Background: an optimization exercise with open tools, aiming at small area and a short achievable clock period. Do not read the settings as production practice.
At most, simulation tests tie the RTL to the original design; equivalence was not proved.

// fc_neuron
module fc_neuron #(
    parameter int unsigned RELU_EN = 0
) (
    input  logic        clk,
    input  logic        rst,
    input  logic [63:0] pooledPixelArray,
    input  logic [63:0] weight,
    output logic [7:0]  result
);
For scale: about 8 flip-flops, about 13000 µm² of cells after synthesis.
Settings: LEC_CHECK=0, CAP_MARGIN=20, CORE_MARGIN=2, CORE_UTILIZATION=65, SLEW_MARGIN=20, SYNTH_HIERARCHICAL=1, SYNTH_MINIMUM_KEEP_SIZE=0; clock period 15.0 ns.
standard.sh (not shown) runs the stock make flow with config.mk's settings and CLKGATE_MAP_FILE= SYNTH_SCRIPT=/design/flow/synth_recipe.tcl, a recipe that flattens the netlist after the stock synthesis.
==> flow/flow/run.sh <==
#!/bin/bash
# Standard ORFS layout, except that the port buffers are the smallest plain
# buffer instead of the delay cell buffer_ports picks by default.
set -euo pipefail
export BUFFER_PORTS_ARGS="-buffer_cell sky130_fd_sc_hd__buf_1"
bash standard.sh > standard.log 2>&1
Rerun with:
Settings changed: CORE_UTILIZATION 65 to 80.
After rerunning:
- non-clock buffer count does not change
- wire length came out higher by 13%
- synthesized area stays the same
- clock-buffer cell count is unchanged
- first-iteration DRC count is higher by 61%
- cell count fell by about 3.3%
- setup slack is worse by 0.14 ns

* * *

Another version of the RTL of fc_neuron (not shown whole).
Size in the first run: roughly 1200 cells after synthesis, about 140 I/O pins.
export LEC_CHECK = 0
export ABC_AREA = 1
export CAP_MARGIN = 20
export CORE_MARGIN = 2
export CORE_UTILIZATION = 40
export CTS_BUF_LIST = sky130_fd_sc_hd__clkbuf_2 sky130_fd_sc_hd__clkbuf_4
export SLEW_MARGIN = 85
export SYNTH_HIERARCHICAL = 1
export SYNTH_MINIMUM_KEEP_SIZE = 0
create_clock -name core_clock -period 15.0 [get_ports {clk}]
Scripts as last shown in full above: flow/flow/run.sh
Rerun with:
SLEW_MARGIN = 75   (was 85)
Hold slack degrades by 0.024 ns.
Synthesized area stays the same.
First-iteration DRC count fell by 11%.
Worst setup slack improves by 0.11 ns.
Global-route usage hardly moves.
Count of clock-buffer cells in the layout does not change.
Non-clock buffer count fell by 67.
Die area stays the same.
Core utilization fell by 1.3 points.
Routed wire length fell by 0.48%.
Rerun with:
SLEW_MARGIN = 20   (was 75)
What happened:
- area after synthesis is unchanged
- die area is unchanged
- wire length stays flat

* * *

fc_neuron, a different RTL version from the one above (not shown whole).
Size in the first run: roughly 1,200 cells after synthesis, ~140 I/O pins, ~0.013 mm^2 of cells after synthesis.
export LEC_CHECK = 0
export ABC_AREA = 0
export CAP_MARGIN = 20
export CORE_MARGIN = 2
export CORE_UTILIZATION = 40
export CTS_BUF_LIST = sky130_fd_sc_hd__clkbuf_2 sky130_fd_sc_hd__clkbuf_4
export SLEW_MARGIN = 20
export SYNTH_HIERARCHICAL = 1
export SYNTH_MINIMUM_KEEP_SIZE = 0
create_clock -name core_clock -period 15.0 [get_ports {clk}]
Scripts as last shown in full above: flow/flow/run.sh
The starting point completed with no timing, DRC or antenna violations.
Next try:
Settings changed: ABC_AREA 0 to 1.
Worst setup slack gets better by 0.29 ns.
Utilization is about the same.
No run of this note included a check of the RTL's function; only the layout flow was run.

* * *

== harbor ==
RTL: one of the versions met above, not the one the previous note started from.
Size: about 1200 cells after synthesis, about 8 flip-flops, ~14000 um2 of cells after synthesis.
clock: 15.0 ns
lec_check: 0
abc_area: 1
cap_margin: 20
core_margin: 2
core_utilization: 40
cts_buf_list: sky130_fd_sc_hd__clkbuf_2 sky130_fd_sc_hd__clkbuf_4
gpl_routability_driven: 0
slew_margin: 20
synth_hierarchical: 1
synth_minimum_keep_size: 0
Scripts as last shown in full above: flow/flow/run.sh
The final layout from harbor, which completed every stage, passed the timing, design-rule and antenna checks at the end of the flow.
Relative to harbor, the following input files were edited for willow:
- SLEW_MARGIN: 20 -> 80
- GPL_ROUTABILITY_DRIVEN: 0 -> unset
--- outcome ---
Taking willow over harbor, the first-iteration DRC count ratio works out to 1.06. Compared willow against harbor; synthesized-area fraction occupied by ao, oa, aoi and oai cells within noise. harbor → willow: average wire length per cell after detail routing saw little to no change, share of synthesized flip-flops with an asynchronous set or reset saw little to no change. Delta (willow minus harbor): via count comparable, total routed wirelength now larger, overall fraction of global-route tracks in use now larger. From willow to harbor, number of multi-input combinational cells did not move at all.
--- input diff willow..amber ---
- swapping 80 for 90 in SLEW_MARGIN
## What came out
amber: full flow OK, the timing, design-rule and antenna checks passed. amber against willow: global-route wire length before repair rose by about 5%; number of vias per cell after detailed routing fell by 4.0%; number of clock-tree buffers in the layout stayed essentially flat. The count of buffer and inverter cells on the critical path in amber sits 8 above the value recorded for willow. amber falls short of willow in routed wire length. Compared with willow, in amber maximum frequency went down by about 20%, die area has remained practically unchanged. Library cell contributing the largest single delay on the critical path = sky130_fd_sc_hd__fa_1: willow; library cell contributing the largest single delay on the critical path = sky130_fd_sc_hd__clkdlybuf4s50_1: amber. Looking at critical path launch point, the weight[59] result is from amber; the pooledPixelArray[11] one comes from willow. Final hold slack for amber is lower than for willow. Remaining antenna violation count after routing came out exactly the same in willow and amber. amber: clock period minus final worst setup slack 2.11 ns above willow.

* * *

Setup of main:
fc_neuron, a different RTL version from the one above (not shown whole).
Size in the first run: about 1300 cells after synthesis, ~8 flip-flops.
export LEC_CHECK = 0
export ABC_AREA = 1
export CAP_MARGIN = 20
export CORE_MARGIN = 2
export CORE_UTILIZATION = 40
export CTS_BUF_LIST = sky130_fd_sc_hd__clkbuf_2 sky130_fd_sc_hd__clkbuf_4
export PLACE_DENSITY = 0.8
export SLEW_MARGIN = 20
export SYNTH_HIERARCHICAL = 1
export SYNTH_MINIMUM_KEEP_SIZE = 0
create_clock -name core_clock -period 15.0 [get_ports {clk}]
Scripts as last shown in full above: flow/flow/run.sh
Modified inputs, the feature branch compared to main
--- a/flow/config.mk
+++ b/flow/config.mk
@@ -12,3 +12,2 @@
 export CTS_BUF_LIST = sky130_fd_sc_hd__clkbuf_2 sky130_fd_sc_hd__clkbuf_4
-export PLACE_DENSITY = 0.8
 export SLEW_MARGIN = 20
## What came out
From main to the feature branch the numbers moved as follows: global-route wire length before repair higher, count of non-CTS buffers in the layout higher.
The feature branch against main: overall track demand over capacity in global routing +0.74 points, total of clock buffers placed in the layout essentially unchanged.
Between main and the feature branch, the post-route fraction of the period consumed by the critical path is lower for the feature branch.
Across both runs, largest stage delay on the critical path was lower for the feature branch than for main.
Post-placement worst setup slack: the feature branch vs main up 80 ps

## re-timing with driven ports
How much do the figures lean on ideal ports? The routed layouts below were timed once more, with nothing changed but the port constraints. Step 1 assumes that a clkbuf_16 drives the clock port and a buf_2 every other input. Step 2 times the ports against the registers' clock, not the clock port: input delays grow and output delays shrink by t, the midpoint of the rising clock arrivals with the driver on. Three values: ideal, step 1, step 2; two values: the first two.
| run | shift t [ns] | setup WS [ns] | worst setup path after step 2 |
|---|---|---|---|
| the first run of note 1 | 0.251 | 5.604 / 5.601 / 5.350 | input to register |
| the second run of note 1 | 0.262 | 5.464 / 5.461 / 5.200 | input to register |
| the first run of note 2 | 0.268 | 6.228 / 6.231 / 5.963 | input to register |
| the second run of note 2 | 0.279 | 6.339 / 6.339 / 6.061 | input to register |
| the third run of note 2 | 0.265 | 5.976 / 5.954 / 5.689 | input to register |
| the first run of note 3 | 0.267 | 5.563 / 5.553 / 5.286 | input to register |
| the second run of note 3 | 0.270 | 5.854 / 5.837 / 5.567 | input to register |
| harbor | 0.271 | 5.960 / 5.957 / 5.686 | input to register |
| willow | 0.264 | 6.307 / 6.296 / 6.032 | input to register |
| amber | 0.273 | 4.194 / 4.195 / 3.922 | input to register |
| main | 0.273 | 5.961 / 5.949 / 5.676 | input to register |
| the feature branch | 0.266 | 6.054 / 6.047 / 5.781 | input to register |
After both steps every run listed still meets setup and hold.
